This design comes from an exercise in tuning for small area, a short achievable clock period and few clock cycles per item on the open sky130 flow, not from production work.
Only simulation tests tie the RTL to the original design; equivalence was not proved.
No activity file was given, so power comes from the tool's default toggle rates.

**design/flow/run.sh**
```bash
#!/bin/bash
# synth_recipe.tcl (not shown) runs the flow's synth.tcl, then flattens the netlist and writes it again
# the make line also repeats each setting of config.mk as NAME=value (left out here)
make -C /OpenROAD-flow-scripts/flow DESIGN_CONFIG=/design/flow/config.mk WORK_HOME=/design/flow/orfs CLKGATE_MAP_FILE= SYNTH_SCRIPT=/design/flow/synth_recipe.tcl finish
```
**design/flow/config.mk**
```make
export PLATFORM = sky130hd
export DESIGN_NAME = lru_page_order_queue
export DESIGN_NICKNAME = lru_page_order_queue
export VERILOG_FILES = /design/flow/design.v
export SDC_FILE = /design/flow/constraint.sdc
export NUM_CORES = 4
export LEC_CHECK = 0
export CAP_MARGIN = 20
export CORE_MARGIN = 2
export CORE_UTILIZATION = 40
export SLEW_MARGIN = 20
```
**design/flow/constraint.sdc**
```tcl
create_clock -name core_clock -period 5.0 [get_ports {clk}]
set_input_delay 1.0000 -clock core_clock [delete_from_list [all_inputs] [get_ports {clk}]]
set_output_delay 1.0000 -clock core_clock [all_outputs]
set_load 0.01 [all_outputs]
```
**design/flow/design.v**
```verilog
`default_nettype none
package lpoq_pkg;
  localparam int DEPTH  = 16;
  localparam int ADDR_W = (DEPTH > 1) ? $clog2(DEPTH) : 1;
  localparam int OCC_W  = $clog2(DEPTH + 1);
  localparam int PAGE_W = 32;
  localparam int PID_W  = 16;
  localparam int KEY_W  = PAGE_W + PID_W;
  localparam int CAP_W = 5;
  localparam logic [CAP_W-1:0] CAP_RESET = 5'd16;
  typedef enum logic {
    OP_INSERT = 1'b0,
    OP_TOUCH  = 1'b1
  } op_t;
  typedef struct packed {
    logic [PAGE_W-1:0] page;
    logic [PID_W-1:0]  pid;
  } key_t;
  typedef enum logic [6:0] {
    ST_IDLE   = 7'b0000001,
    ST_EV_RD  = 7'b0000010,
    ST_EV_CAP = 7'b0000100,
    ST_SEARCH = 7'b0001000,
    ST_SHIFT  = 7'b0010000,
    ST_APPEND = 7'b0100000,
    ST_DONE   = 7'b1000000
  } state_t;
endpackage
`default_nettype wire
`default_nettype none
module lpoq_ram #(
  parameter int WIDTH  = 48,
  parameter int DEPTH  = 16,
  parameter int ADDR_W = 4
) (
  input  wire logic              clk,
  input  wire logic              we,
  input  wire logic [ADDR_W-1:0] waddr,
  input  wire logic [WIDTH-1:0]  wdata,
  input  wire logic [ADDR_W-1:0] raddr,
  output logic      [WIDTH-1:0]  rdata
);
  logic [WIDTH-1:0] mem [DEPTH];
  always_ff @(posedge clk) begin
    if (we) begin
      mem[waddr] <= wdata;
    end
  end
  always_ff @(posedge clk) begin
    rdata <= mem[raddr];
  end
endmodule
`default_nettype wire
`default_nettype none
module lru_page_order_queue (
  input  wire logic                          clk,
  input  wire logic                          rst,
  input  wire logic                          req_valid,
  output      logic                          req_ready,
  input  wire logic                          req_operation,
  input  wire logic [lpoq_pkg::PAGE_W-1:0]   req_page_number,
  input  wire logic [lpoq_pkg::PID_W-1:0]    req_process_id,
  output      logic                          rsp_valid,
  input  wire logic                          rsp_ready,
  output      logic                          rsp_evicted,
  output      logic [lpoq_pkg::PAGE_W-1:0]   rsp_evicted_page,
  output      logic [lpoq_pkg::PID_W-1:0]    rsp_evicted_pid,
  output      logic                          rsp_hit,
  input  wire logic                          cfg_write_en,
  input  wire logic [lpoq_pkg::CAP_W-1:0]    cfg_write_data
);
  localparam int N  = lpoq_pkg::DEPTH;
  localparam int KW = lpoq_pkg::KEY_W;
  localparam int RW = KW + 2;             
  logic [KW-1:0]              key_mem [N];
  logic [N-1:0]               valid;       
  logic [N-1:0]               older [N];   
  logic [N-1:0]               lru;         
  logic [lpoq_pkg::CAP_W-1:0] capacity;
  logic                       s2_v;
  logic                       s2_touch;
  logic [KW-1:0]              s2_key;
  logic [N-1:0]               s2_match;    
  logic [N-1:0]               s2_wlast;    
  logic                       s2_eqp;      
  logic [1:0]                 ocnt;
  logic [RW-1:0]              ohead, otail;
  logic [KW-1:0] in_key;
  logic [N-1:0]  in_match;
  logic          in_eqp;
  logic          take;
  logic          proc;
  assign in_key = {req_page_number, req_process_id};
  always_comb begin
    for (int i = 0; i < N; i++) in_match[i] = (in_key == key_mem[i]);
  end
  assign in_eqp = (in_key == s2_key);
  assign proc      = s2_v && !ocnt[1];
  assign req_ready = !s2_v || !ocnt[1];
  assign take      = req_valid && req_ready;
  logic [N-1:0] m_eff, cand, first, app, ins_slot, we, lru2, s;
  logic         evict, hit, lru_hit, adv;
  logic [KW-1:0] ev_key;
  assign m_eff = (s2_match & ~s2_wlast) | (s2_wlast & {N{s2_eqp}});
  assign cand  = m_eff & valid;
  logic [N-1:0] ol [N];
  always_comb begin
    for (int i = 0; i < N; i++)
      for (int j = 0; j < N; j++)
        if (i < j)      ol[i][j] = older[i][j];
        else if (i > j) ol[i][j] = !older[j][i];
        else            ol[i][j] = 1'b1;
  end
  always_comb begin
    for (int i = 0; i < N; i++) begin
      first[i] = cand[i];
      for (int j = 0; j < N; j++)
        if (j != i && cand[j] && !ol[i][j]) first[i] = 1'b0;
    end
  end
  always_comb begin
    logic [N-1:0] rest;
    rest = valid & ~lru;
    for (int i = 0; i < N; i++) begin
      lru2[i] = rest[i];
      for (int j = 0; j < N; j++)
        if (j != i && rest[j] && !ol[i][j]) lru2[i] = 1'b0;
    end
  end
  always_comb begin
    if (capacity == '0)        evict = valid[0];
    else if (capacity >= 5'd16) evict = valid[N-1];
    else                       evict = valid[capacity - 5'd1];
  end
  assign app      = valid ^ {valid[N-2:0], 1'b1};    
  assign ins_slot = evict ? lru : app;
  assign we       = (proc && !s2_touch) ? ins_slot : '0;
  assign s        = s2_touch ? first : ins_slot;
  assign hit      = s2_touch && (|cand);
  assign lru_hit  = |(m_eff & lru);
  assign adv      = s2_touch ? lru_hit : evict;
  always_comb begin
    ev_key = '0;
    for (int i = 0; i < N; i++) if (lru[i]) ev_key = ev_key | key_mem[i];
    if (s2_touch || !evict) ev_key = '0;
  end
  logic [RW-1:0] rsp_new;
  assign rsp_new = {(!s2_touch && evict), ev_key, hit};
  always_ff @(posedge clk) begin
    for (int i = 0; i < N; i++) if (we[i]) key_mem[i] <= s2_key;
    if (proc) begin
      for (int i = 0; i < N; i++)
        for (int j = i + 1; j < N; j++)
          older[i][j] <= s[j] | (older[i][j] & !s[i]);
      if (valid == '0) lru <= app;
      else if (adv && (lru2 != '0)) lru <= lru2;
    end
    if (take) begin
      s2_touch <= req_operation;
      s2_key   <= in_key;
      s2_match <= in_match;
      s2_wlast <= we;
      s2_eqp   <= in_eqp;
    end
  end
  always_ff @(posedge clk) begin
    if (rst) begin
      valid    <= '0;
      capacity <= lpoq_pkg::CAP_RESET;
      s2_v     <= 1'b0;
      ocnt     <= 2'd0;
    end else begin
      if (cfg_write_en) capacity <= cfg_write_data;
      if (proc && !s2_touch && !evict) valid <= {valid[N-2:0], 1'b1};
      if (take) s2_v <= 1'b1;
      else if (proc) s2_v <= 1'b0;
      case (ocnt)
        2'd0: if (proc) ocnt <= 2'd1;
        2'd1: if (proc && !rsp_ready) ocnt <= 2'd2;
              else if (!proc && rsp_ready) ocnt <= 2'd0;
        default: if (rsp_ready) ocnt <= 2'd1;
      endcase
    end
  end
  always_ff @(posedge clk) begin
    case (ocnt)
      2'd0: if (proc) ohead <= rsp_new;
      2'd1: begin
        if (proc && rsp_ready) ohead <= rsp_new;
        if (proc && !rsp_ready) otail <= rsp_new;
      end
      default: if (rsp_ready) ohead <= otail;
    endcase
  end
  assign rsp_valid        = (ocnt != 2'd0);
  assign rsp_evicted      = ohead[RW-1];
  assign rsp_evicted_page = ohead[RW-2 -: lpoq_pkg::PAGE_W];
  assign rsp_evicted_pid  = ohead[lpoq_pkg::PID_W:1];
  assign rsp_hit          = ohead[0];
endmodule
`default_nettype wire
```
==> results of run 1 <==
[registers in the layout, indices dropped and copies added, names as in the netlist]
name,cells
key_mem,768
older,120
ohead,50
otail,50
s2_key,48
lru,16
s2_match,16
s2_wlast,16
valid,16
capacity,5
ocnt,2
s2_eqp,1
s2_touch,1
s2_v,1
[cell families (layout without fill, tap and decap cells)]
family / Yosys count / after routing / share of synthesized area (%)
flip-flops: 1110 / 1110 / 61.5
AO/OA/AOI/OAI: 812 / 812 / 12.1
AND/OR/NAND/NOR: 739 / 739 / 8.29
other: 0 / 17 / 0
XOR/XNOR: 824 / 824 / 13.4
multiplexers: 91 / 91 / 1.92
adder cells (fa/ha/maj): 11 / 11 / 0.256
buffers and inverters: 340 / 676 / 2.59
[stage by stage]
| stage | util [%] | hold slack, ns | cells |
|---|---|---|---|
| after detailed placement | 43.9 | 0.521 | 5795 |
| final | 47.0 | 0.532 | 6048 |
| after floorplan | - | 0.497 | 3927 |
| after global routing | 47.0 | 0.555 | 6031 |
| after CTS | 47.0 | 0.540 | 6030 |
| after global placement | 43.9 | 0.508 | 5792 |
[worst max-delay path, stage by stage, from the launching register on]
cell	delay (ns)
dfxtp_1	0.61
inv_1	0.09
ha_1	0.39
mux4_2	0.30
or2_1	0.25
nand4b_2	0.13
o311ai_4	0.12
buf_12	0.21
nand2_2	0.61
buf_4	0.44
a31oi_1	0.13
buf_4	0.21
mux2_2	0.25
[how the worst min path moves through the flow]
stage | startpoint | end | slack [ns] | depth (start not counted)
after global routing | otail[9] | ohead[9] | 0.56 | 1
after CTS | otail[49] | ohead[49] | 0.54 | 2
after global placement | otail[49] | ohead[49] | 0.51 | 2
after detailed placement | otail[49] | ohead[49] | 0.52 | 2
final | otail[49] | ohead[49] | 0.53 | 2
after floorplan | s2_v | s2_v | 0.50 | 2
[power groups by stage]
| stage | combinational, mW | sequential (mW) | clock (mW) |
|---|---|---|---|
| 6_report | 2.29 | 10.8 | 9.45 |
| 5_1_grt | 2.25 | 10.8 | 9.79 |
| 4_1_cts | 2.17 | 10.8 | 9.47 |
| 3_5_place_dp | 2.16 | 11.0 | 0 |
| 3_3_place_gp | 2.16 | 11.0 | 0 |
| 2_1_floorplan | 0.894 | 10.8 | 0 |
[metal layers]
layer / vias up / track usage, % / share of wire, %
met2: 3799 / 58.2 / 39
li1: 15900 / - / -
met3: 662 / 18.8 / 16
met1: 22200 / 62.3 / 40
met5: - / 0 / 0.16
met4: 64 / 17.0 / 4.7
[layout make-up]
cell class	count	share of cell area [%]
Multi-Input combinational cell	2477	31.2
Antenna cell	17	0.0678
Tap cell	1768	3.52
Inverter	63	0.383
Clock buffer	154	5.46
Timing Repair Buffer	378	5.60
Sequential cell	1110	52.7
Clock inverter	81	1.05
[cell usage after synthesis (all sizes together), types with 6 or more instances]
master	count
nand2	72
nor4	228
and3	52
o2111ai	41
o21bai	21
a21bo	21
or3b	43
o2bb2ai	7
nor2	80
a2111oi	13
mux2i	15
o211ai	11
nand2b	13
o21a	8
and2	15
dfxtp	24
mux2	74
inv	62
nand3	6
a21o	70
edfxtp	1086
ha	11
and3b	11
a22o	155
a221oi	163
nor3b	18
xor2	818
a22oi	106
buf	44
a2111o	8
a31oi	48
nand3b	65
o21ai	34
a211oi	11
o2111a	9
a21oi	25
o22ai	43
nor2b	13
nor3	37
clkbuf	233
nand4	70
xnor2	6
==> flow_summary.toml, run 1 <==
[synth]
ys_seq_area_share_pct = 61.5
syn_inst = 3927
synthFlopType = "edfxtp_1"
syn_area_um2 = 53900
ys_ff_latch = 1110
yosysTopAreaCell = "edfxtp_1"
synth.distinct_cells = 75
yosysWarnings = 4
synth_nets = 3997
synthArstFlopShare_pct = 0
synthTopCellsByArea = "edfxtp_1, xor2_1, a221oi_1"
synth-edff-count = 1086
synthDominantCellAreaShare_pct = 60.6
syn_avg_cell_area_um2 = 13.7

[final_layout]
fillers = 11900
drive_gt1_share_pct = 14.9
syn_to_final_growth_pct = 16.6
final_nets = 4230
design_area_um2 = 62800
multiInputGateArea_um2 = 19600
final_cell_mix = "edfxtp_1, xor2_1, buf_4"
seq_area_um2 = 33100
final_common_cell = "edfxtp_1"

[timing]
worst_slack_ns = 0.967
tns_ns = 0
slew_headroom_pct = 12.3
setup_viol = 0
tightest_slew_ns = 1.31
finalCritPeriodShare_pct = 80.7
fin_skew_ns = 0.0284
finalMaxSlewViolations = 0
rsz0062_at_grt = "no"
max_freq_mhz = 248
hold_viol = 0
period_needed_ns = 4.03

[detailed_routing]
avgViaCountPerCell = 7.04
vias = 42600
ant_nets = 0
drc_errors = 0
post_drt_wl_per_cell_um = 50.6
drtIter0Drc = 8956
wl_mm = 306
firstDrtPassIters = 6

[die]
design.portCount = 111
start_util_pct = 40.4
design.die.area_um2 = 138000
row_count = 134
die_w_um = 371
core-area_um2 = 133000
die-height_um = 371

[clocking]
cts_root_buffer = "clkbuf_16"
insertion_delay_ns = 0.78
cts_hold_buf = 0
cts_inserted_buffers = 130
path_clk_slew_ns = 0.06
cts_post_setup_buffers_inserted = 0
htreeDepth = 4
cts_buffer_depth = 3
cts_tree = "done"
clock-sinks = 1110
cts_resized = 0

[power]
pwr-share-comb_pct = 10.1
total_power_mw = 22.6
p_clk_share_pct = 41.9
power_switching_share_pct = 27.5
power_density_nw_per_um2 = 360
ir_drop_mv = 0.424
switching_power_mw = 6.20
power_frac_seq_pct = 48.0
intPower_mw = 16.4
p_leak_nw = 21.7

[grt]
antenna_found_initial = 64
overflow = 0
grt_max_degree = 69
gr-usage-all-layers_pct = 43.8
grt_pass1_vias = 38400
grt_first_pass_wirelength_mm = 393

[setup_path]
path_class = "register to register"
rrSetupSlack_ns = 0.97
startpoint = "capacity[0]"
end_kind = "register"
path_max_fanout = 33
r2r_end = "ohead[16]"
crit_path_end = "ohead[16]"
r2r.worst_path.cells = 12
critPathLaunchType = "register"
required_ns = 5.53
crit_arrival_ns = 4.56
reg2reg_from = "capacity[0]"

[outcome]
status = "no timing/DRC/antenna violations"

[min_path]
hp-class = "register to register"

[run]
max_cap_violations = 0

[place]
post-dp-hpwl_mm = 219
placed_area_um2 = 58600
routabilityCongestion = 1.05
port_buffers = 110
dp_worst_setup_slack_ns = 0.900
Testbench counts, summed over its fixed seeds: cycles 3,216, items 3,200.
==> inputs of run 2 (changes only) <==
--- a/design/flow/design.v
+++ b/design/flow/design.v
@@ -99,7 +99,7 @@
   assign req_ready = !s2_v || !ocnt[1];
   assign take      = req_valid && req_ready;
   logic [N-1:0] m_eff, cand, first, app, ins_slot, we, lru2, s;
-  logic         evict, hit, lru_hit, adv;
+  logic         evict, hit, lru_hit, adv;    
   logic [KW-1:0] ev_key;
   assign m_eff = (s2_match & ~s2_wlast) | (s2_wlast & {N{s2_eqp}});
   assign cand  = m_eff & valid;
@@ -127,11 +127,14 @@
         if (j != i && rest[j] && !ol[i][j]) lru2[i] = 1'b0;
     end
   end
-  always_comb begin
-    if (capacity == '0)        evict = valid[0];
-    else if (capacity >= 5'd16) evict = valid[N-1];
-    else                       evict = valid[capacity - 5'd1];
-  end
+  logic [N-1:0] lim_oh, valid_nx;
+  always_comb begin
+    lim_oh = '0;
+    if (capacity == '0)         lim_oh[0]   = 1'b1;
+    else if (capacity >= 5'd16) lim_oh[N-1] = 1'b1;
+    else                        lim_oh[capacity - 5'd1] = 1'b1;
+  end
+  assign valid_nx = (proc && !s2_touch && !evict) ? {valid[N-2:0], 1'b1} : valid;
   assign app      = valid ^ {valid[N-2:0], 1'b1};    
   assign ins_slot = evict ? lru : app;
   assign we       = (proc && !s2_touch) ? ins_slot : '0;
@@ -166,12 +169,14 @@
   always_ff @(posedge clk) begin
     if (rst) begin
       valid    <= '0;
+      evict    <= 1'b0;
       capacity <= lpoq_pkg::CAP_RESET;
       s2_v     <= 1'b0;
       ocnt     <= 2'd0;
     end else begin
       if (cfg_write_en) capacity <= cfg_write_data;
-      if (proc && !s2_touch && !evict) valid <= {valid[N-2:0], 1'b1};
+      valid <= valid_nx;
+      evict <= |(valid_nx & lim_oh);
       if (take) s2_v <= 1'b1;
       else if (proc) s2_v <= 1'b0;
       case (ocnt)
--- a/design/flow/config.mk
+++ b/design/flow/config.mk
@@ -5,7 +5,10 @@
 export SDC_FILE = /design/flow/constraint.sdc
 export NUM_CORES = 4
 export LEC_CHECK = 0
+export ABC_CLOCK_PERIOD_IN_PS = 2000
 export CAP_MARGIN = 20
 export CORE_MARGIN = 2
 export CORE_UTILIZATION = 40
+export SETUP_SLACK_MARGIN = 2.8
 export SLEW_MARGIN = 20
+export TNS_END_PERCENT = 100
==> flow_summary.toml, run 2 <==
[power]
power_density_nw_per_um2 = 323
total_power_mw = 23.2
ir_drop_mv = 0.345
p_leak_nw = 25.0

[final_layout]
drive_gt1_share_pct = 32.0
largest_register_ffs = 768
design_area_um2 = 71900
syn_to_final_growth_pct = 33.6
final_nets = 4755
top_regs = "key_mem: 768 flops, older: 120 flops"
post-route-util_pct = 53.9
final_cell_mix = "edfxtp_1, xor2_1, buf_4"
final_common_cell = "edfxtp_1"
regMostFlops = "key_mem"

[place]
routabilityCongestion = 1.10
post-dp-hpwl_mm = 227
port_buffers = 110
placed_area_um2 = 58600

[min_path]
hp-class = "register to register"
worstHoldPathCells = 2

[timing]
hold_viol = 0
fin_skew_ns = 0.0462
setup_viol = 0
finalCritPeriodShare_pct = 53.7
tightest_slew_ns = 1.31
rsz0062_at_grt = "yes"
max_freq_mhz = 373
period_needed_ns = 2.68
finalMaxSlewViolations = 0
slew_headroom_pct = 12.6

[synth]
syn_area_um2 = 53800
ys_ff_latch = 1111
synth-edff-count = 1086
synthDominantCellAreaShare_pct = 60.6
ys_seq_area_share_pct = 61.5
yosysWarnings = 4
yosys-top-cells-count = "edfxtp_1, xor2_1, a22oi_1"
yosysMostFrequentCell = "edfxtp_1"
synth.distinct_cells = 74
syn_inst = 4084
yosysTopAreaCell = "edfxtp_1"
syn_avg_cell_area_um2 = 13.2
synthFlopType = "edfxtp_1"
synthArstFlopShare_pct = 0
synth_nets = 4158
synthTopCellsByArea = "edfxtp_1, xor2_1, a22oi_1"

[setup_path]
crit_arrival_ns = 3.19
crit_path_end = "lru[3]"
path_cells = "buf_12 > buf_12 > nor3b_1 > a2111oi_2 > and4_4 > nor4_4 > nand2_2 > o31a_1 > clkbuf_16"
required_ns = 5.51
path_common_cell = "buf_12"
slowest_delay_ns = 0.55
cp_slowest_cell = "a2111oi_2"
r2r.worst_path.cells = 9
path_class = "register to register"
r2r_end = "lru[3]"
rrSetupSlack_ns = 2.32
startpoint = "lru[11]"
reg2reg_from = "lru[11]"
critPathLaunchType = "register"
path_max_fanout = 8
end_kind = "register"

[die]
die-height_um = 371
core-area_um2 = 133000
design.die.area_um2 = 138000
design.portCount = 111
die_w_um = 371
row_count = 134
start_util_pct = 40.3

[grt]
overflow = 0
gr-usage-met3_pct = 19.5
met2_usage_pct = 65.1
grt_first_pass_wirelength_mm = 422
grt_pass1_vias = 40800
grt_max_degree = 82
antenna_found_initial = 33
gr-usage-all-layers_pct = 47.5
busiest_layer = "met2"
met1_usage_pct = 60.8

[detailed_routing]
vias = 46300
post_drt_wl_per_cell_um = 51.8
ant_nets = 0
drtIter0Drc = 9020
firstDrtPassIters = 6
avgViaCountPerCell = 7.04
wl_mm = 340
drc_errors = 0

[clocking]
clock-sinks = 1111
cts_tree = "done"
cts_inserted_buffers = 131
cts_buffer_depth = 3
path_clk_slew_ns = 0.06
cts_root_buffer = "clkbuf_16"
htreeDepth = 4
cts_hold_buf = 0
insertion_delay_ns = 0.81

[outcome]
status = "no timing/DRC/antenna violations"

[run]
max_cap_violations = 0
## run 2: cell types whose count changed after synthesis, moves of 31 or more
cell,previous run,this run
a21o_1,70,2
a221oi_1,163,112
a22o_1,155,84
a22oi_1,106,256
and3_1,52,11
inv_1,61,115
mux2_2,67,31
nand3_1,5,49
nand4_1,70,101
nor2_1,80,127
o21ai_0,25,79
o22ai_1,43,83
o31ai_1,0,37
or3b_2,43,8
## run 2: routing by layer
metal | vias to the layer above | wire [um]
met5 | - | 776
met4 | 42 | 32600
met3 | 1216 | 52800
met2 | 4562 | 132000
met1 | 23400 | 122000
li1 | 17000 | -
## run 2: repair_timing
action / in CTS / in global routing
buffers inserted: 195 / 148
gates resized for setup: 1023 / 367
endpoints found under the hold margin: 0 / 0
endpoints found under the setup margin: 1351 / 560
pin swaps: 127 / 139
gates cloned: 30 / 18
## run 2: cell type report
type | count | area, um2
diodes | 23 | 57.6
flip-flops and latches | 1111 | 33200
clock buffers | 162 | 3490
fillers | 11200 | 61500
well taps | 1768 | 2210
repair buffers | 749 | 8180
inverters | 116 | 443
multi-input cells | 2572 | 23600
clock inverters | 73 | 743
## run 2: cells by family (layout without fill, tap and decap cells)
| group | count (synthesis) | in the layout | synth area share, % |
|---|---|---|---|
| buffers and inverters | 412 | 1100 | 3.04 |
| muxes | 56 | 56 | 1.13 |
| xor gates and xnor gates | 827 | 827 | 13.5 |
| other | 0 | 23 | 0 |
| adders and majority gates | 15 | 15 | 0.349 |
| and+or+nand+nor | 809 | 816 | 8.51 |
| DFF | 1111 | 1111 | 61.5 |
| AOI/OAI and AO/OA | 854 | 858 | 12.0 |
## run 2: where the power goes
group | internal [mW] | leakage (nW) | switching (mW)
Combinational | 0.834 | 12.8 | 1.94
Sequential | 10.4 | 10.2 | 0.276
Clock | 5.47 | 2.05 | 4.28
## run 2: worst min-delay path by stage
stage	start	end
global route	req_page_number[22]	s2_key[38]
global placement	valid[7]	valid[8]
floorplan	otail[10]	ohead[10]
finish	valid[7]	valid[8]
CTS	valid[7]	valid[8]
detailed placement	valid[7]	valid[8]
## run 2: per-stage QoR
stage	setup WS, ns	instances	setup TNS [ns]	hold WS (ns)
detailed placement	0.745	5925	0	0.481
floorplan	0.751	4084	0	0.498
global placement	-0.511	5920	-0.511	0.477
global route	2.34	6553	0	0.492
finish	2.32	6574	0	0.472
CTS	2.37	6385	0	0.477
## run 2: worst max-delay path: cells and delay by family, from the launching register on
kind                   cells  cell delay, ns
AO/OA/AOI/OAI              2            0.81
buffers and inverters      3            0.54
flip-flops                 1            0.44
AND/OR/NAND/NOR            4            0.60
Testbench counts of run 2, summed over its fixed seeds: cycles 3,216, items 3,200.
==> inputs of run 3 (changes only) <==
--- a/design/flow/config.mk
+++ b/design/flow/config.mk
@@ -5,10 +5,10 @@
 export SDC_FILE = /design/flow/constraint.sdc
 export NUM_CORES = 4
 export LEC_CHECK = 0
-export ABC_CLOCK_PERIOD_IN_PS = 2000
+export ABC_CLOCK_PERIOD_IN_PS = 1500
 export CAP_MARGIN = 20
 export CORE_MARGIN = 2
 export CORE_UTILIZATION = 40
-export SETUP_SLACK_MARGIN = 2.8
+export SETUP_SLACK_MARGIN = 3.3
 export SLEW_MARGIN = 20
 export TNS_END_PERCENT = 100
==> flow_summary.toml, run 3 <==
[timing]
max_freq_mhz = 374
rsz0062_at_grt = "yes"
period_needed_ns = 2.68
setup_viol = 0
hold_viol = 0
finalCritPeriodShare_pct = 53.5
worst_slack_ns = 2.32
timing.hold.ws_ns = 0.435
tightest_slew_ns = 1.63
slew_headroom_pct = -8.79
fin_skew_ns = 0.0427
finalMaxSlewViolations = 4

[synth]
synth_compound_area_share_pct = 12.0
yosysMostFrequentCell = "edfxtp_1"
ys_seq_area_share_pct = 61.5
synth_mux_area_share_pct = 1.13
syn_area_um2 = 53800
synth.distinct_cells = 74
synth_top_family_by_area = "XOR/XNOR gates"
synthDominantCellAreaShare_pct = 60.6
synthArstFlopShare_pct = 0
syn_avg_cell_area_um2 = 13.2
synthTopCellsByArea = "edfxtp_1, xor2_1, a22oi_1"
synth_fa_ha_area_share_pct = 0.349
synth-edff-count = 1086
synth-simple-area-share_pct = 8.51
synth_nets = 4158
ys_ff_latch = 1111
synthXorXnorAreaFrac_pct = 13.5
yosysTopAreaCell = "edfxtp_1"
synthFlopType = "edfxtp_1"
syn_inst = 4084
yosysWarnings = 4
yosys-top-cells-count = "edfxtp_1, xor2_1, a22oi_1"

[detailed_routing]
post_drt_wl_per_cell_um = 55.6
wl_met1_mm = 130
firstDrtPassIters = 9
drtIter0Drc = 11400
drc_errors = 0
top_layer = "met5"
vias = 52700
wl_mm = 395
avgViaCountPerCell = 7.41
dr_wl_met2_mm = 147
wl_met3_mm = 71.9
ant_nets = 0

[die]
design.portCount = 111
die-height_um = 371
row_count = 134
core-area_um2 = 133000
die_w_um = 371
start_util_pct = 40.3
design.die.area_um2 = 138000

[final_layout]
syn_to_final_growth_pct = 56.3
regMostFlops = "key_mem"
final_cell_mix = "edfxtp_1, xor2_1, buf_4"
final_common_cell = "edfxtp_1"
final_nets = 5279
top_regs = "key_mem: 768 flops, older: 120 flops"
drive_gt1_share_pct = 44.7
largest_register_ffs = 768

[outcome]
status = "finished with violations"
so_faults = "capacitance limit, slew limit"

[place]
routabilityCongestion = 1.10
dp_worst_setup_slack_ns = 0.745
post-dp-hpwl_mm = 227
port_buffers = 110

[grt]
grt_max_degree = 82
antenna_found_initial = 60
gr-usage-all-layers_pct = 55.0
grt_first_pass_wirelength_mm = 483
grt_pass1_vias = 45500
overflow = 0

[setup_path]
path_class = "register to register"
path_max_fanout = 16
critPathLaunchType = "register"
required_ns = 5.54
crit_arrival_ns = 3.22
end_kind = "register"

[clocking]
cts_inserted_buffers = 131
cts_hold_buf = 0
cts_root_buffer = "clkbuf_16"
cts_tree = "done"
insertion_delay_ns = 0.81
cts_buffer_depth = 3
htreeDepth = 4
path_clk_slew_ns = 0.07
clock-sinks = 1111

[run]
max_cap_violations = 2

[power]
power_switching_share_pct = 28.8
pwr-share-comb_pct = 15.2
intPower_mw = 17.2
power_frac_seq_pct = 44.1
power_density_nw_per_um2 = 287
p_leak_nw = 29.8
p_clk_share_pct = 40.7
switching_power_mw = 6.96
ir_drop_mv = 0.351

[min_path]
hp-class = "input port to register"
[run 3: timing repair]
item | 4_1_cts | 5_1_grt
setup buffers | 514 | 220
gates resized for setup | 2017 | 443
setup endpoints to repair | 1429 | 1332
cloned | 154 | 27
pin swaps | 350 | 249
[run 3: kinds of logic (layout without fill, tap and decap cells)]
| family | Yosys count | after routing |
|---|---|---|
| xor+xnor | 827 | 827 |
| compound gates | 854 | 858 |
| other cells | 0 | 32 |
| flops | 1111 | 1111 |
| simple gates | 809 | 818 |
| mux | 56 | 56 |
| fa+ha+maj | 15 | 15 |
| buf+inv | 412 | 1622 |
[run 3: power by group through the flow]
| stage | combinational [mW] | sequential (mW) | clock (mW) |
|---|---|---|---|
| 6_report | 3.66 | 10.7 | 9.82 |
| 5_1_grt | 3.53 | 10.7 | 10.1 |
| 4_1_cts | 3.02 | 10.7 | 9.71 |
| 3_5_place_dp | 2.01 | 10.9 | 0 |
| 3_3_place_gp | 2.02 | 10.9 | 0 |
| 2_1_floorplan | 0.833 | 10.8 | 0 |
[run 3: area by class of cell]
| cell class | instances | area (um2) |
|---|---|---|
| tap | 1768 | 2210 |
| multi-input combinational | 2574 | 26300 |
| fill | 9675 | 49300 |
| inverter | 116 | 464 |
| clock buffer | 162 | 3490 |
| antenna | 32 | 80.1 |
| timing repair buffer | 1271 | 17700 |
| clock inverter | 73 | 743 |
| sequential | 1111 | 33200 |
[run 3: final timing paths]
check / startpoint / end / slack (ns) / depth (start not counted)
max: lru[13] / lru[9] / 2.32 / 8
min: req_process_id[3] / s2_key[3] / 0.44 / 1
max reg2reg: lru[13] / lru[9] / 2.32 / 8
min reg2reg: otail[12] / ohead[12] / 0.50 / 2
[run 3: worst max-delay path, stage by stage, from the launching register on]
cell	delay [ns]
edfxtp_1	0.47
buf_4	0.19
nand2b_2	0.29
o2111ai_1	0.36
nor4_4	0.13
nor4_4	0.33
nand4_1	0.15
o31a_1	0.31
buf_12	0.18
[run 3: layer usage]
layer / up-vias / track usage, %
met4: 50 / 45.2
met5: - / 3.67
li1: 18100 / -
met3: 2083 / 32.8
met1: 26200 / 64.1
met2: 6284 / 71.2
[run 3: through the flow]
stage	utilization, %	total power, mW	instances	area, um2	TNS [ns]
finish	63.0	24.1	7107	84100	0
global route	63.0	24.3	7083	84100	0
CTS	59.2	23.4	6828	79000	0
detailed placement	43.9	12.9	5925	58600	0
global placement	43.8	12.9	5920	58500	-0.511
floorplan	-	11.6	4084	54000	0
==> inputs of run 4 (changes only) <==
--- a/design/flow/design.v
+++ b/design/flow/design.v
@@ -75,7 +75,6 @@
   logic [KW-1:0]              key_mem [N];
   logic [N-1:0]               valid;       
   logic [N-1:0]               older [N];   
-  logic [N-1:0]               lru;         
   logic [lpoq_pkg::CAP_W-1:0] capacity;
   logic                       s2_v;
   logic                       s2_touch;
@@ -84,6 +83,8 @@
   logic [N-1:0]               s2_wlast;    
   logic                       s2_eqp;      
   logic [1:0]                 ocnt;
+  logic                       rdy_q;       
+  logic                       rv_q;        
   logic [RW-1:0]              ohead, otail;
   logic [KW-1:0] in_key;
   logic [N-1:0]  in_match;
@@ -96,10 +97,10 @@
   end
   assign in_eqp = (in_key == s2_key);
   assign proc      = s2_v && !ocnt[1];
-  assign req_ready = !s2_v || !ocnt[1];
+  assign req_ready = rdy_q;    
   assign take      = req_valid && req_ready;
-  logic [N-1:0] m_eff, cand, first, app, ins_slot, we, lru2, s;
-  logic         evict, hit, lru_hit, adv;    
+  logic [N-1:0] m_eff, cand, first, lru, app, ins_slot, we, s;
+  logic         evict, hit;    
   logic [KW-1:0] ev_key;
   assign m_eff = (s2_match & ~s2_wlast) | (s2_wlast & {N{s2_eqp}});
   assign cand  = m_eff & valid;
@@ -119,12 +120,10 @@
     end
   end
   always_comb begin
-    logic [N-1:0] rest;
-    rest = valid & ~lru;
     for (int i = 0; i < N; i++) begin
-      lru2[i] = rest[i];
+      lru[i] = valid[i];
       for (int j = 0; j < N; j++)
-        if (j != i && rest[j] && !ol[i][j]) lru2[i] = 1'b0;
+        if (j != i && valid[j] && !ol[i][j]) lru[i] = 1'b0;
     end
   end
   logic [N-1:0] lim_oh, valid_nx;
@@ -138,10 +137,8 @@
   assign app      = valid ^ {valid[N-2:0], 1'b1};    
   assign ins_slot = evict ? lru : app;
   assign we       = (proc && !s2_touch) ? ins_slot : '0;
-  assign s        = s2_touch ? first : ins_slot;
+  assign s        = !proc ? '0 : s2_touch ? first : ins_slot;
   assign hit      = s2_touch && (|cand);
-  assign lru_hit  = |(m_eff & lru);
-  assign adv      = s2_touch ? lru_hit : evict;
   always_comb begin
     ev_key = '0;
     for (int i = 0; i < N; i++) if (lru[i]) ev_key = ev_key | key_mem[i];
@@ -149,15 +146,23 @@
   end
   logic [RW-1:0] rsp_new;
   assign rsp_new = {(!s2_touch && evict), ev_key, hit};
+  logic       s2_v_nx;
+  logic [1:0] ocnt_nx;
+  assign s2_v_nx = take || (s2_v && !proc);
+  always_comb begin
+    ocnt_nx = ocnt;
+    case (ocnt)
+      2'd0: if (proc) ocnt_nx = 2'd1;
+      2'd1: if (proc && !rsp_ready) ocnt_nx = 2'd2;
+            else if (!proc && rsp_ready) ocnt_nx = 2'd0;
+      default: if (rsp_ready) ocnt_nx = 2'd1;
+    endcase
+  end
   always_ff @(posedge clk) begin
     for (int i = 0; i < N; i++) if (we[i]) key_mem[i] <= s2_key;
-    if (proc) begin
-      for (int i = 0; i < N; i++)
-        for (int j = i + 1; j < N; j++)
-          older[i][j] <= s[j] | (older[i][j] & !s[i]);
-      if (valid == '0) lru <= app;
-      else if (adv && (lru2 != '0)) lru <= lru2;
-    end
+    for (int i = 0; i < N; i++)
+      for (int j = i + 1; j < N; j++)
+        older[i][j] <= s[j] | (older[i][j] & !s[i]);
     if (take) begin
       s2_touch <= req_operation;
       s2_key   <= in_key;
@@ -173,18 +178,16 @@
       capacity <= lpoq_pkg::CAP_RESET;
       s2_v     <= 1'b0;
       ocnt     <= 2'd0;
+      rdy_q    <= 1'b1;
+      rv_q     <= 1'b0;
     end else begin
       if (cfg_write_en) capacity <= cfg_write_data;
       valid <= valid_nx;
       evict <= |(valid_nx & lim_oh);
-      if (take) s2_v <= 1'b1;
-      else if (proc) s2_v <= 1'b0;
-      case (ocnt)
-        2'd0: if (proc) ocnt <= 2'd1;
-        2'd1: if (proc && !rsp_ready) ocnt <= 2'd2;
-              else if (!proc && rsp_ready) ocnt <= 2'd0;
-        default: if (rsp_ready) ocnt <= 2'd1;
-      endcase
+      s2_v  <= s2_v_nx;
+      ocnt  <= ocnt_nx;
+      rdy_q <= !(s2_v_nx && ocnt_nx[1]);
+      rv_q  <= (ocnt_nx != 2'd0);
     end
   end
   always_ff @(posedge clk) begin
@@ -197,7 +200,7 @@
       default: if (rsp_ready) ohead <= otail;
     endcase
   end
-  assign rsp_valid        = (ocnt != 2'd0);
+  assign rsp_valid        = rv_q;    
   assign rsp_evicted      = ohead[RW-1];
   assign rsp_evicted_page = ohead[RW-2 -: lpoq_pkg::PAGE_W];
   assign rsp_evicted_pid  = ohead[lpoq_pkg::PID_W:1];
--- a/design/flow/config.mk
+++ b/design/flow/config.mk
@@ -5,10 +5,10 @@
 export SDC_FILE = /design/flow/constraint.sdc
 export NUM_CORES = 4
 export LEC_CHECK = 0
-export ABC_CLOCK_PERIOD_IN_PS = 1500
+export ABC_CLOCK_PERIOD_IN_PS = 2000
 export CAP_MARGIN = 20
 export CORE_MARGIN = 2
 export CORE_UTILIZATION = 40
-export SETUP_SLACK_MARGIN = 3.3
+export SETUP_SLACK_MARGIN = 2.5
 export SLEW_MARGIN = 20
 export TNS_END_PERCENT = 100
==> flow_summary.toml, run 4 <==
[outcome]
status = "no timing/DRC/antenna violations"

[setup_path]
crit_arrival_ns = 3.35
rrSetupSlack_ns = 2.18
end_kind = "register"
path_max_fanout = 7
critPathLaunchType = "register"
required_ns = 5.53
r2r_end = "ohead[32]"
path_class = "register to register"
r2r.worst_path.cells = 11
reg2reg_from = "valid[12]"

[place]
routabilityCongestion = 1.08
post-dp-hpwl_mm = 220
port_buffers = 110
dp_worst_setup_slack_ns = 0.582

[power]
total_power_mw = 22.6
p_leak_nw = 26.8
ir_drop_mv = 0.330
power_density_nw_per_um2 = 305

[clocking]
cts_inserted_buffers = 130
cts_tree = "done"
cts_buffer_depth = 3
path_clk_slew_ns = 0.06
insertion_delay_ns = 0.82
htreeDepth = 4
cts_root_buffer = "clkbuf_16"
clock-sinks = 1097

[detailed_routing]
vias = 46800
avgViaCountPerCell = 7.21
post_drt_wl_per_cell_um = 56.0
firstDrtPassIters = 8
drc_errors = 0
wl_mm = 364
ant_nets = 0
drtIter0Drc = 9890

[timing]
slew_headroom_pct = 8.73
rsz0062_at_grt = "yes"
period_needed_ns = 2.82
fin_skew_ns = 0.0475
finalCritPeriodShare_pct = 56.5
finalMaxSlewViolations = 0
hold_viol = 0
tns_ns = 0
max_freq_mhz = 354
setup_viol = 0
tightest_slew_ns = 1.36
worst_slack_ns = 2.18

[min_path]
hold_path_end = "key_mem[13][47]"
worstHoldStart = "s2_key[47]"
hp-class = "register to register"
worstHoldPathCells = 0

[synth]
synth_top_family_by_area = "XOR/XNOR gates"
ys_ff_latch = 1097
syn_inst = 3886
syn_avg_cell_area_um2 = 13.2
synth_mux_area_share_pct = 0.631
yosysMostFrequentCell = "edfxtp_1"
yosysTopAreaCell = "edfxtp_1"
synth_nets = 3950
synth_fa_ha_area_share_pct = 0.122
synthTopCellsByArea = "edfxtp_1, xor2_1, dfxtp_1"
synth-simple-area-share_pct = 8.37
yosys-top-cells-count = "edfxtp_1, xor2_1, nor4_1"
synth.distinct_cells = 71
synthArstFlopShare_pct = 0
ys_seq_area_share_pct = 61.2
synthFlopType = "edfxtp_1"
synth-edff-count = 950
syn_area_um2 = 51400
synth_compound_area_share_pct = 12.4
yosysWarnings = 4
synthXorXnorAreaFrac_pct = 14.3
synthDominantCellAreaShare_pct = 55.5

[final_layout]
drive_gt1_share_pct = 35.4
regMostFlops = "key_mem"
syn_to_final_growth_pct = 44.1
final_nets = 4761
final_cell_mix = "edfxtp_1, xor2_1, buf_4"
largest_register_ffs = 768
final_common_cell = "edfxtp_1"
post-route-util_pct = 58.1
fillers = 10200
top_regs = "key_mem: 768 flops, older: 120 flops"

[die]
design.die.area_um2 = 131000
row_count = 131
die_w_um = 362
die-height_um = 362
design.portCount = 111
start_util_pct = 40.3
core-area_um2 = 128000

[grt]
antenna_found_initial = 47
overflow = 0
gr-usage-all-layers_pct = 52.8
grt_max_degree = 51
grt_pass1_vias = 40500
grt_first_pass_wirelength_mm = 442

[run]
max_cap_violations = 0
==> run 4: changes by cell type after synthesis, moves of 58 or more <==
cell	before	now
dfxtp_1	25	147
clkbuf_1	226	164
edfxtp_1	1086	950
a22o_1	84	199
a221oi_1	112	202
buf_2	26	84
a22oi_1	256	64
nand2b_1	16	82
nand3b_1	65	0
nand2_1	99	171
==> run 4: area by class of cell <==
type	instances	area, um2	area share [%]
diodes	36	90.1	0.122
clock buffers	164	3520	4.75
clock inverters	70	810	1.09
inverters	81	340	0.459
multi-input cells	2442	22500	30.4
flip-flops and latches	1097	31600	42.6
well taps	1662	2080	2.81
repair buffers	945	13100	17.7
==> run 4: worst max-delay path, stage by stage (launching register included) <==
cell      delay, ns
dfxtp_4        0.43
clkinv_4       0.09
buf_12         0.17
o221ai_4       0.27
nor4_4         0.08
buf_6          0.15
buf_12         0.17
buf_16         0.17
buf_12         0.16
a221oi_1       0.40
and4_4         0.35
o21ai_0        0.10
==> run 4: logic make-up (layout without fill, tap and decap cells) <==
family | Yosys count | in the layout
compound gates | 813 | 813
xor+xnor | 835 | 835
fa+ha+maj | 5 | 5
buf+inv | 353 | 1260
flops | 1097 | 1097
mux | 29 | 29
other cells | 0 | 36
simple gates | 754 | 760
==> run 4: worst max-delay path by stage <==
| stage | start | endpoint | slack [ns] | cells after the start |
|---|---|---|---|---|
| floorplan | rsp_ready | otail[0] | 2.11 | 2 |
| global placement | req_page_number[0] | s2_match[12] | 0.17 | 5 |
| detailed placement | req_page_number[9] | s2_match[4] | 0.58 | 7 |
| CTS | valid[11] | ohead[14] | 2.28 | 12 |
| global route | valid[12] | ohead[12] | 2.22 | 12 |
| finish | valid[12] | ohead[32] | 2.18 | 11 |
==> run 4: metal layers <==
layer	track usage, %	vias to the layer above	wire length, um
met5	1.22	-	322
met4	41.1	30	39600
met3	26.3	1545	61400
met2	70.2	5092	136000
met1	64.4	23500	126000
li1	-	16700	-
==> run 4: repair_timing <==
action                     in CTS  in global routing
setup endpoints to repair    1072                840
pin swaps                     148                117
resized for setup             866                413
gates cloned                   96                 34
hold buffers                    0                  0
buffers inserted              264                135
==> run 4: power breakdown <==
part | internal, mW | total, mW | switching (mW) | leakage, nW
Clock | 5.78 | 10.0 | 4.22 | 2.13
Sequential | 10.1 | 10.6 | 0.433 | 9.98
Combinational | 0.606 | 2.03 | 1.43 | 14.7
==> run 4: through the flow <==
step           hold slack, ns  std cells  instance area [um2]
2_1_floorplan           0.461       3886                51800
3_3_place_gp            0.430       5691                56900
3_5_place_dp            0.438       5696                57000
4_1_cts                 0.448       6290                70000
5_1_grt                 0.473       6467                74000
6_report                0.449       6497                74100
Testbench counts of run 4, summed over its fixed seeds: cycles 3,216, items 3,200.
==> inputs of run 5 (changes only) <==
--- a/design/flow/design.v
+++ b/design/flow/design.v
@@ -75,6 +75,7 @@
   logic [KW-1:0]              key_mem [N];
   logic [N-1:0]               valid;       
   logic [N-1:0]               older [N];   
+  logic [N-1:0]               lru;         
   logic [lpoq_pkg::CAP_W-1:0] capacity;
   logic                       s2_v;
   logic                       s2_touch;
@@ -99,8 +100,8 @@
   assign proc      = s2_v && !ocnt[1];
   assign req_ready = rdy_q;    
   assign take      = req_valid && req_ready;
-  logic [N-1:0] m_eff, cand, first, lru, app, ins_slot, we, s;
-  logic         evict, hit;    
+  logic [N-1:0] m_eff, cand, first, lru2, app, ins_slot, we, s;
+  logic         evict, hit, adv;    
   logic [KW-1:0] ev_key;
   assign m_eff = (s2_match & ~s2_wlast) | (s2_wlast & {N{s2_eqp}});
   assign cand  = m_eff & valid;
@@ -120,10 +121,12 @@
     end
   end
   always_comb begin
+    logic [N-1:0] rest;
+    rest = valid & ~lru;
     for (int i = 0; i < N; i++) begin
-      lru[i] = valid[i];
+      lru2[i] = rest[i];
       for (int j = 0; j < N; j++)
-        if (j != i && valid[j] && !ol[i][j]) lru[i] = 1'b0;
+        if (j != i && rest[j] && !ol[i][j]) lru2[i] = 1'b0;
     end
   end
   logic [N-1:0] lim_oh, valid_nx;
@@ -139,6 +142,7 @@
   assign we       = (proc && !s2_touch) ? ins_slot : '0;
   assign s        = !proc ? '0 : s2_touch ? first : ins_slot;
   assign hit      = s2_touch && (|cand);
+  assign adv      = s2_touch ? |(m_eff & lru) : evict;
   always_comb begin
     ev_key = '0;
     for (int i = 0; i < N; i++) if (lru[i]) ev_key = ev_key | key_mem[i];
@@ -163,6 +167,10 @@
     for (int i = 0; i < N; i++)
       for (int j = i + 1; j < N; j++)
         older[i][j] <= s[j] | (older[i][j] & !s[i]);
+    if (proc) begin
+      if (!valid[0]) lru <= {{(N-1){1'b0}}, 1'b1};    
+      else if (adv && valid[1]) lru <= lru2;          
+    end
     if (take) begin
       s2_touch <= req_operation;
       s2_key   <= in_key;
--- a/design/flow/config.mk
+++ b/design/flow/config.mk
@@ -9,6 +9,6 @@
 export CAP_MARGIN = 20
 export CORE_MARGIN = 2
 export CORE_UTILIZATION = 40
-export SETUP_SLACK_MARGIN = 2.5
+export SETUP_SLACK_MARGIN = 2.3
 export SLEW_MARGIN = 20
 export TNS_END_PERCENT = 100
==> flow_summary.toml, run 5 <==
[timing]
max_freq_mhz = 347
slew_headroom_pct = 14.8
rsz0062_at_grt = "yes"
fin_skew_ns = 0.0342
tns_ns = 0
timing.hold.ws_ns = 0.539
hold_viol = 0
finalCritPeriodShare_pct = 57.6
period_needed_ns = 2.88
finalMaxSlewViolations = 0
tightest_slew_ns = 1.27
setup_viol = 0

[final_layout]
drive_gt1_share_pct = 18.2
top_regs = "key_mem: 768 flops, older: 120 flops"
final_common_cell = "edfxtp_1"
post-route-util_pct = 48.0
final_cell_mix = "edfxtp_1, xor2_1, buf_4"
regMostFlops = "key_mem"
final_nets = 4212
fin_cells = 6004
largest_register_ffs = 768
design_area_um2 = 62000
syn_to_final_growth_pct = 19.3

[synth]
synth_mux_area_share_pct = 1.73
synthTopCellsByArea = "edfxtp_1, xor2_1, dfxtp_1"
ys_seq_area_share_pct = 61.5
synthXorXnorAreaFrac_pct = 14.1
synthArstFlopShare_pct = 0
yosysWarnings = 4
ys_ff_latch = 1113
synthDominantCellAreaShare_pct = 55.9
yosysTopAreaCell = "edfxtp_1"
synth-simple-area-share_pct = 6.68
synth_fa_ha_area_share_pct = 0.120
synth_top_family_by_area = "XOR/XNOR gates"
synth_nets = 3972
synth_compound_area_share_pct = 12.8
syn_inst = 3908
synth.distinct_cells = 76
syn_avg_cell_area_um2 = 13.3
synthFlopType = "edfxtp_1"
syn_area_um2 = 51900
yosys-top-cells-count = "edfxtp_1, xor2_1, clkbuf_1"
synth-edff-count = 966
yosysMostFrequentCell = "edfxtp_1"

[clocking]
cts_buffer_depth = 3
insertion_delay_ns = 0.80
path_clk_slew_ns = 0.06
htreeDepth = 4
cts_root_buffer = "clkbuf_16"
cts_hold_buf = 0
cts_inserted_buffers = 130
cts_tree = "done"
clock-sinks = 1113

[detailed_routing]
wl_mm = 300
post_drt_wl_per_cell_um = 50.0
avgViaCountPerCell = 6.85
vias = 41100
drc_errors = 0
firstDrtPassIters = 6
drtIter0Drc = 7912
ant_nets = 0

[setup_path]
path_class = "register to register"
rrSetupSlack_ns = 2.12
crit_arrival_ns = 3.41
path_max_fanout = 28
r2r_end = "lru[2]"
crit_buf_inv = 2
startpoint = "lru[13]"
critPathLaunchType = "register"
slowest_delay_ns = 0.73
r2r.worst_path.cells = 6
critPathTopFamily = "buffers and inverters"
crit_path_end = "lru[2]"
path_cells = "buf_6 > nor2b_1 > buf_4 > a22oi_1 > o2111ai_1 > nor4_1"
cp.depth = 6
required_ns = 5.53
end_kind = "register"
cp_slowest_cell = "edfxtp_1"
reg2reg_from = "lru[13]"

[power]
pwr-share-comb_pct = 9.1
switching_power_mw = 6.20
p_clk_share_pct = 42.5
p_leak_nw = 22.1
ir_drop_mv = 0.338
power_density_nw_per_um2 = 363
intPower_mw = 16.3
power_switching_share_pct = 27.5
power_frac_seq_pct = 48.3

[grt]
grt_pass1_vias = 37300
grt_max_degree = 53
gr-usage-all-layers_pct = 44.5
overflow = 0
grt_first_pass_wirelength_mm = 384
antenna_found_initial = 32

[run]
max_cap_violations = 0

[die]
row_count = 132
core-area_um2 = 129000
start_util_pct = 40.2
design.die.area_um2 = 133000
design.portCount = 111
die-height_um = 364
die_w_um = 364

[place]
routabilityCongestion = 1.11
port_buffers = 110
placed_area_um2 = 56200
dp_cells = 5693
post-dp-hpwl_mm = 217

[min_path]
hp-class = "register to register"

[outcome]
status = "no timing/DRC/antenna violations"
[run 5: cell families after synthesis]
kind of cell / count (synthesis)
XOR/XNOR: 835
AND/OR/NAND/NOR: 602
flip-flops: 1113
multiplexers: 79
AO/OA/AOI/OAI: 880
buffers and inverters: 394
adder cells (fa/ha/maj): 5
[run 5: layout make-up]
type	instances	area, um2
antenna	9	22.5
clock buffer	161	3480
clock inverter	76	671
fill	11500	67200
inverter	95	360
multi-input combinational	2403	19600
sequential	1113	32000
tap	1742	2180
timing repair buffer	405	3680
[run 5: worst min path at each step]
stage / to / depth (start not counted) / startpoint
final: older[1][5] / 2 / older[1][5]
after CTS: older[1][5] / 2 / older[1][5]
after floorplan: older[1][5] / 2 / older[1][5]
after global placement: ohead[49] / 2 / otail[49]
after detailed placement: older[2][11] / 2 / older[2][11]
after global routing: ohead[44] / 1 / otail[44]
[run 5: worst min-delay path, cell delays in order (launching register included)]
cell,delay (ns)
dfxtp_1,0.36
inv_1,0.07
o21bai_1,0.07
[run 5: what timing repair did]
action | CTS | global route
gates resized for setup | 199 | 71
cloned | 0 | 2
buffers inserted | 51 | 12
setup endpoints to repair | 729 | 174
pin swaps | 11 | 9
hold endpoints to repair | 0 | 0
[run 5: through the flow]
stage / setup WS, ns / total power [mW]
6_report: 2.12 / 22.5
4_1_cts: 2.29 / 22.3
5_1_grt: 2.23 / 22.8
3_3_place_gp: -0.192 / 12.9
3_5_place_dp: 0.683 / 12.9
2_1_floorplan: 2.27 / 11.6
[run 5: power groups by stage]
stage / sequential [mW] / combinational [mW] / clock, mW
after detailed placement: 11.0 / 1.87 / 0
final: 10.9 / 2.05 / 9.57
after global placement: 11.0 / 1.87 / 0
after floorplan: 10.8 / 0.831 / 0
after CTS: 10.8 / 1.94 / 9.57
after global routing: 10.9 / 2.03 / 9.92
[run 5: layer usage]
layer,vias to the layer above,global-route usage [%],part of all wire (%)
met5,-,0,0.064
met4,28,25.8,7.2
met3,741,14.3,13
met2,3730,63.6,41
met1,21000,59.3,38
li1,15600,-,-
Testbench counts of run 5, summed over its fixed seeds: cycles 3,216, items 3,200.
==> inputs of run 6 (changes only) <==
--- a/design/flow/config.mk
+++ b/design/flow/config.mk
@@ -8,7 +8,7 @@
 export ABC_CLOCK_PERIOD_IN_PS = 2000
 export CAP_MARGIN = 20
 export CORE_MARGIN = 2
-export CORE_UTILIZATION = 40
+export CORE_UTILIZATION = 55
 export SETUP_SLACK_MARGIN = 2.3
 export SLEW_MARGIN = 20
 export TNS_END_PERCENT = 100
==> flow_summary.toml, run 6 <==
[grt]
gr-usage-all-layers_pct = 56.1
grt_pass1_vias = 39700
overflow = 0
grt_max_degree = 61
grt_first_pass_wirelength_mm = 363
antenna_found_initial = 45

[detailed_routing]
wl_mm = 276
vias = 43600
post_drt_wl_per_cell_um = 50.4
drtIter0Drc = 10400
ant_nets = 0
drc_errors = 0
firstDrtPassIters = 10
avgViaCountPerCell = 7.96

[die]
start_util_pct = 55.5
core-area_um2 = 93500
row_count = 112
design.portCount = 111
design.die.area_um2 = 96900
die_w_um = 311
die-height_um = 311

[final_layout]
drive_gt1_share_pct = 17.1
syn_to_final_growth_pct = 17.3
fillers = 6644
final_nets = 4161
final_cell_mix = "edfxtp_1, xor2_1, buf_4"
design_area_um2 = 60900
largest_register_ffs = 768
regMostFlops = "key_mem"
fin_cells = 5476
top_regs = "key_mem: 768 flops, older: 120 flops"
final_common_cell = "edfxtp_1"

[outcome]
status = "no timing/DRC/antenna violations"

[setup_path]
rrSetupSlack_ns = 2.15
slowest_delay_ns = 0.91
critPathTopFamily = "simple AND/OR/NAND/NOR gates"
end_kind = "register"
path_max_fanout = 12
required_ns = 5.59
cp_slowest_cell = "nor4_1"
startpoint = "req_process_id[14]"
reg2reg_from = "lru[11]"
crit_buf_inv = 2
critPathLaunchType = "input port"
path_cells = "clkdlybuf4s15_2 > buf_4 > xor2_1 > nor4_1 > nand4_1 > nor3_1"
path_class = "input port to register"
crit_arrival_ns = 3.49

[timing]
fin_skew_ns = 0.0334
setup_viol = 0
rsz0062_at_grt = "yes"
hold_viol = 0
worst_slack_ns = 2.10
tns_ns = 0
slew_headroom_pct = 11.4
period_needed_ns = 2.90
finalCritPeriodShare_pct = 57.9
tightest_slew_ns = 1.32
max_freq_mhz = 345
finalMaxSlewViolations = 0

[place]
post-dp-hpwl_mm = 194
placed_area_um2 = 55400
dp_worst_setup_slack_ns = 0.947
dp_cells = 5177
port_buffers = 110
routabilityCongestion = 1.19

[synth]
synthTopCellsByArea = "edfxtp_1, xor2_1, dfxtp_1"
synthDominantCellAreaShare_pct = 55.9
ys_ff_latch = 1113
synthFlopType = "edfxtp_1"
synth-edff-count = 966
syn_area_um2 = 51900
syn_inst = 3908
synth.distinct_cells = 76
yosys-top-cells-count = "edfxtp_1, xor2_1, clkbuf_1"
synthArstFlopShare_pct = 0
yosysMostFrequentCell = "edfxtp_1"
yosysWarnings = 4
ys_seq_area_share_pct = 61.5
syn_avg_cell_area_um2 = 13.3
synth_nets = 3972
yosysTopAreaCell = "edfxtp_1"

[min_path]
hp-class = "register to register"
worstHoldStart = "valid[13]"

[clocking]
cts_tree = "done"
cts_inserted_buffers = 114
cts_root_buffer = "clkbuf_16"
cts_buffer_depth = 3
htreeDepth = 3
clock-sinks = 1113
path_clk_slew_ns = 0.06
cts_hold_buf = 0
insertion_delay_ns = 0.77

[power]
p_leak_nw = 21.7
power_density_nw_per_um2 = 358
ir_drop_mv = 0.308

[run]
max_cap_violations = 0
==> run 6: cell counts after synthesis <==
No cell type changed its count.
==> run 6: cell families (layout without fill, tap and decap cells) <==
kind of cell               count (synthesis)  in the layout  synth area share (%)
AOI/OAI and AO/OA                        880            881                  12.8
adders and majority gates                  5              5                 0.120
muxes                                     79             79                  1.73
DFF                                     1113           1113                  61.5
buffers and inverters                    394            681                  2.99
other                                      0             26                     0
xor gates and xnor gates                 835            835                  14.1
and+or+nand+nor                          602            602                  6.68
==> run 6: repair_timing <==
action | 4_1_cts | 5_1_grt
cloned | 0 | 1
gates resized for setup | 168 | 81
setup buffers | 50 | 5
pin swaps | 8 | 8
setup endpoints to repair | 623 | 220
==> run 6: worst min-delay path, stage by stage (launching register included) <==
cell	delay, ns
dfxtp_1	0.35
nand2_1	0.07
a21oi_1	0.06
==> run 6: final timing paths <==
kind                        to  cells after the start
setup / recovery  s2_match[14]                      6
hold reg to reg      valid[13]                      2
hold / removal       valid[13]                      2
setup reg to reg      ohead[1]                      6
==> run 6: per-stage QoR <==
step	hold WS, ns	power (mW)	util, %
finish	0.522	21.8	65.1
global route	0.547	22.0	65.1
CTS	0.516	21.5	64.6
detailed placement	0.500	12.7	59.2
global placement	0.497	12.7	59.1
floorplan	0.476	11.6	-
==> run 6: power breakdown <==
| part | total (mW) | internal, mW | leakage, nW | switching, mW |
|---|---|---|---|---|
| Clock | 8.95 | 5.06 | 1.86 | 3.89 |
| Sequential | 10.9 | 10.4 | 10.0 | 0.548 |
| Combinational | 1.97 | 0.535 | 9.81 | 1.43 |
==> run 6: final cells by class <==
cell class / instances / area (um2) / share of cell area, %
Clock buffer: 142 / 2980 / 4.89
Inverter: 95 / 360 / 0.592
Sequential cell: 1113 / 32000 / 52.5
Tap cell: 1254 / 1570 / 2.58
Clock inverter: 73 / 848 / 1.39
Timing Repair Buffer: 371 / 3510 / 5.77
Antenna cell: 26 / 65.1 / 0.107
Multi-Input combinational cell: 2402 / 19600 / 32.2
==> run 6: layer usage <==
metal	GRT usage, %	vias to the layer above	share of wire, %
met2	76.2	5455	39
met5	1.78	-	0.15
met3	29.3	1708	18
met1	63.5	20900	30
met4	50.9	32	13
li1	-	15500	-
==> inputs of run 7 (changes only) <==
--- a/design/flow/config.mk
+++ b/design/flow/config.mk
@@ -8,7 +8,7 @@
 export ABC_CLOCK_PERIOD_IN_PS = 2000
 export CAP_MARGIN = 20
 export CORE_MARGIN = 2
-export CORE_UTILIZATION = 55
-export SETUP_SLACK_MARGIN = 2.3
+export CORE_UTILIZATION = 40
+export SETUP_SLACK_MARGIN = 2.6
 export SLEW_MARGIN = 20
 export TNS_END_PERCENT = 100
==> flow_summary.toml, run 7 <==
[final_layout]
drive_gt1_share_pct = 24.3
top_regs = "key_mem: 768 flops, older: 120 flops"
fillers = 11400
final_cell_mix = "edfxtp_1, xor2_1, buf_4"
final_nets = 4315
regMostFlops = "key_mem"
syn_to_final_growth_pct = 24.2
final_common_cell = "edfxtp_1"
post-route-util_pct = 49.9
largest_register_ffs = 768

[setup_path]
cp_slowest_cell = "nor4_2"
crit_arrival_ns = 3.37
path_class = "input port to register"
path_cells = "clkdlybuf4s15_2 > xor2_2 > nor4_2 > nand4_1 > nor3_2 > buf_4"
required_ns = 5.66
critPathLaunchType = "input port"
end_kind = "register"
path_max_fanout = 13
slowest_delay_ns = 0.64

[die]
design.die.area_um2 = 133000
die_w_um = 364
core-area_um2 = 129000
start_util_pct = 40.2
die-height_um = 364
row_count = 132
design.portCount = 111

[detailed_routing]
drtIter0Drc = 8674
wl_mm = 308
vias = 42000
ant_nets = 0
avgViaCountPerCell = 6.87
firstDrtPassIters = 7
drc_errors = 0
post_drt_wl_per_cell_um = 50.5

[clocking]
cts_tree = "done"
path_clk_slew_ns = 0.06
clock-sinks = 1113
insertion_delay_ns = 0.81
cts_buffer_depth = 3
cts_root_buffer = "clkbuf_16"
cts_inserted_buffers = 130
htreeDepth = 4

[synth]
yosys-top-cells-count = "edfxtp_1, xor2_1, clkbuf_1"
synthFlopType = "edfxtp_1"
syn_area_um2 = 51900
synthArstFlopShare_pct = 0
synth.distinct_cells = 76
yosysWarnings = 4
yosysMostFrequentCell = "edfxtp_1"
syn_avg_cell_area_um2 = 13.3
ys_seq_area_share_pct = 61.5
synth_nets = 3972
synth-edff-count = 966
synthTopCellsByArea = "edfxtp_1, xor2_1, dfxtp_1"
synthDominantCellAreaShare_pct = 55.9
ys_ff_latch = 1113
yosysTopAreaCell = "edfxtp_1"
syn_inst = 3908

[power]
p_leak_nw = 23.0
total_power_mw = 23.1
ir_drop_mv = 0.337
power_density_nw_per_um2 = 359

[outcome]
status = "no timing/DRC/antenna violations"

[grt]
grt_max_degree = 53
overflow = 0
antenna_found_initial = 36
grt_first_pass_wirelength_mm = 389
grt_pass1_vias = 37900
gr-usage-all-layers_pct = 45.2

[place]
routabilityCongestion = 1.12
port_buffers = 110
post-dp-hpwl_mm = 217

[timing]
max_freq_mhz = 370
rsz0062_at_grt = "yes"
timing.hold.ws_ns = 0.542
fin_skew_ns = 0.0326
tightest_slew_ns = 1.23
slew_headroom_pct = 17.5
setup_viol = 0
finalMaxSlewViolations = 0
hold_viol = 0
period_needed_ns = 2.70
finalCritPeriodShare_pct = 54.0
tns_ns = 0

[run]
max_cap_violations = 0

[min_path]
hp-class = "register to register"
## run 7: kinds of logic after synthesis
group	count (synthesis)	synth area share (%)
adder cells (fa/ha/maj)	5	0.120
multiplexers	79	1.73
buffers and inverters	394	2.99
flip-flops	1113	61.5
XOR/XNOR	835	14.1
AND/OR/NAND/NOR	602	6.68
AO/OA/AOI/OAI	880	12.8
## run 7: report_power, final
group	internal, mW	total, mW	switching [mW]
clock network	5.88	10.0	4.16
logic	0.620	2.21	1.59
registers	10.4	10.9	0.546
total	16.9	23.1	6.30
## run 7: repair_timing
action / in CTS / in global routing
gates cloned: 8 / 7
pin swaps: 36 / 42
resized for setup: 590 / 173
setup endpoints to repair: 1005 / 217
endpoints found under the hold margin: 0 / 0
hold buffers: 0 / 0
setup buffers: 96 / 57
## run 7: critical path: cells and delay by family
kind                   cells  cell delay, ns
XOR/XNOR                   1            0.40
AND/OR/NAND/NOR            3            1.30
buffers and inverters      2            0.65
## run 7: per-stage QoR
step | instances | setup WS (ns) | cell area (um2)
after global placement | 5690 | 0.471 | 56400
final | 6105 | 2.30 | 64500
after detailed placement | 5693 | 0.566 | 56500
after global routing | 6093 | 2.38 | 64400
after floorplan | 3908 | 2.39 | 52400
after CTS | 6029 | 2.17 | 63200
## run 7: routing by layer
layer	wire (um)	up-vias	part of all wire, %	global-route usage, %
met3	42700	857	14	14.9
met5	185	-	0.060	0
met4	23400	30	7.6	26.4
met1	116000	21500	38	60.1
met2	126000	3753	41	64.0
li1	-	15800	-	-
## run 7: area by class of cell
type	instances	area, um2	share of cell area [%]
Multi-Input combinational cell	2407	20700	32.1
Clock inverter	71	866	1.34
Clock buffer	161	3470	5.39
Antenna cell	12	30.0	0.0466
Inverter	95	360	0.559
Sequential cell	1113	32000	49.6
Timing Repair Buffer	504	4860	7.54
Tap cell	1742	2180	3.38
## run 7: final timing paths
check,endpoint,slack (ns),from,depth (start not counted)
setup / recovery,s2_match[1],2.30,req_process_id[3],6
hold / removal,ohead[49],0.54,otail[49],2
setup reg to reg,ohead[0],2.41,s2_eqp,7
hold reg to reg,ohead[49],0.54,otail[49],2
==> inputs of run 8 (changes only) <==
--- a/design/flow/config.mk
+++ b/design/flow/config.mk
@@ -9,6 +9,7 @@
 export CAP_MARGIN = 20
 export CORE_MARGIN = 2
 export CORE_UTILIZATION = 40
+export CTS_BUF_LIST = sky130_fd_sc_hd__clkbuf_8
 export SETUP_SLACK_MARGIN = 2.6
 export SLEW_MARGIN = 20
 export TNS_END_PERCENT = 100
==> flow_summary.toml, run 8 <==
[outcome]
status = "no timing/DRC/antenna violations"

[clocking]
cts_hold_buf = 0
cts_inserted_buffers = 192
cts_tree = "done"
path_clk_slew_ns = 0.06
cts_root_buffer = "clkbuf_8"
cts_buffer_depth = 3
htreeDepth = 4
clock-sinks = 1113
insertion_delay_ns = 0.98

[power]
p_clk_share_pct = 40.6
power_frac_seq_pct = 49.3
power_switching_share_pct = 28.8
switching_power_mw = 6.38
pwr-share-comb_pct = 10.1
ir_drop_mv = 0.257
power_density_nw_per_um2 = 343
p_leak_nw = 23.3
intPower_mw = 15.8

[die]
die_w_um = 364
design.portCount = 111
start_util_pct = 40.2
die-height_um = 364
design.die.area_um2 = 133000
core-area_um2 = 129000
row_count = 132

[synth]
synthTopCellsByArea = "edfxtp_1, xor2_1, dfxtp_1"
ys_seq_area_share_pct = 61.5
ys_ff_latch = 1113
synthDominantCellAreaShare_pct = 55.9
synthFlopType = "edfxtp_1"
syn_area_um2 = 51900
synth-edff-count = 966
syn_avg_cell_area_um2 = 13.3
yosysMostFrequentCell = "edfxtp_1"
synthArstFlopShare_pct = 0
yosysTopAreaCell = "edfxtp_1"
synth.distinct_cells = 76
yosysWarnings = 4
yosys-top-cells-count = "edfxtp_1, xor2_1, clkbuf_1"
syn_inst = 3908
synth_nets = 3972

[grt]
gr-usage-all-layers_pct = 45.2
grt_max_degree = 53
overflow = 0
grt_pass1_vias = 38600
gr-usage-met3_pct = 15.7
busiest_layer = "met2"
met2_usage_pct = 64.6
met1_usage_pct = 59.5
antenna_found_initial = 29
grt_first_pass_wirelength_mm = 389

[setup_path]
path_class = "register to primary output"
critPathTopFamily = "flip-flops"
required_ns = 4.00
end_kind = "primary output"
crit_buf_inv = 1
cp_slowest_cell = "edfxtp_1"
crit_arrival_ns = 1.67
critPathLaunchType = "register"
path_cells = "buf_2"
slowest_delay_ns = 0.51
path_max_fanout = 1

[timing]
slew_headroom_pct = 15.8
period_needed_ns = 2.67
max_freq_mhz = 375
finalMaxSlewViolations = 0
finalCritPeriodShare_pct = 53.4
tns_ns = 0
fin_skew_ns = 0.0549
tightest_slew_ns = 1.26
timing.hold.ws_ns = 0.475
hold_viol = 0
rsz0062_at_grt = "yes"
setup_viol = 0

[detailed_routing]
vias = 42200
drc_errors = 0
post_drt_wl_per_cell_um = 49.7
firstDrtPassIters = 8
ant_nets = 0
drtIter0Drc = 7938
wl_mm = 309
avgViaCountPerCell = 6.78

[min_path]
hp-class = "input port to register"

[place]
post-dp-hpwl_mm = 217
port_buffers = 110
routabilityCongestion = 1.12

[final_layout]
top_regs = "key_mem: 768 flops, older: 120 flops"
syn_to_final_growth_pct = 24.3
regMostFlops = "key_mem"
final_nets = 4387
final_cell_mix = "edfxtp_1, xor2_1, buf_4"
drive_gt1_share_pct = 26.1
final_common_cell = "edfxtp_1"
largest_register_ffs = 768

[run]
max_cap_violations = 0
run 8: cell counts after synthesis:
No cell type changed its count.
run 8: stage by stage:
stage          worst slack (ns)  instances  util (%)  area [um2]  total power, mW
3_5_place_dp              0.566       5693      43.7       56500             12.9
5_1_grt                    2.32       6226      50.0       64500             22.5
2_1_floorplan              2.39       3908         -       52400             11.6
6_report                   2.33       6230      50.0       64600             22.1
3_3_place_gp              0.471       5690      43.6       56400             13.0
4_1_cts                    2.29       6143      48.5       62600             21.9
run 8: timing repair:
action | CTS | global route
buffers inserted | 92 | 65
pin swaps | 33 | 85
setup endpoints to repair | 993 | 241
resized for setup | 535 | 290
gates cloned | 6 | 15
run 8: power by group through the flow:
stage / clock (mW) / sequential (mW) / combinational [mW]
6_report: 8.99 / 10.9 / 2.24
5_1_grt: 9.40 / 10.9 / 2.21
4_1_cts: 9.01 / 10.8 / 2.00
3_5_place_dp: 0 / 11.0 / 1.89
3_3_place_gp: 0 / 11.1 / 1.90
2_1_floorplan: 0 / 10.8 / 0.850
run 8: cell type report:
type | count | area [um2]
diodes | 7 | 17.5
clock inverters | 142 | 1110
inverters | 95 | 360
fillers | 11500 | 64600
well taps | 1742 | 2180
flip-flops and latches | 1113 | 32000
multi-input cells | 2406 | 20800
clock buffers | 210 | 2890
repair buffers | 515 | 5150
run 8: cell families after synthesis:
group / count (synthesis) / synth area share [%]
flops: 1113 / 61.5
compound gates: 880 / 12.8
xor+xnor: 835 / 14.1
simple gates: 602 / 6.68
buf+inv: 394 / 2.99
mux: 79 / 1.73
fa+ha+maj: 5 / 0.120
run 8: worst paths after layout:
check | from | slack (ns) | depth (start not counted) | end
worst max register to register | s2_touch | 2.39 | 5 | key_mem[3][3]
worst min register to register | otail[33] | 0.54 | 1 | ohead[33]
worst min-delay path | req_process_id[6] | 0.48 | 1 | s2_key[6]
worst max-delay path | ohead[15] | 2.33 | 1 | rsp_evicted_pid[14]
run 8: per-layer routing:
layer | routed length (um) | vias to the layer above
li1 | - | 16000
met3 | 43900 | 907
met4 | 24100 | 36
met2 | 126000 | 3750
met1 | 115000 | 21500
met5 | 235 | -

Setup slack of run 8, layout unchanged: 2.331 ns with ideal ports, 2.246 ns with driving cells assumed (clock clkbuf_16, inputs buf_2), 1.513 ns with port delays also shifted by the 1.033 ns mid clock arrival.
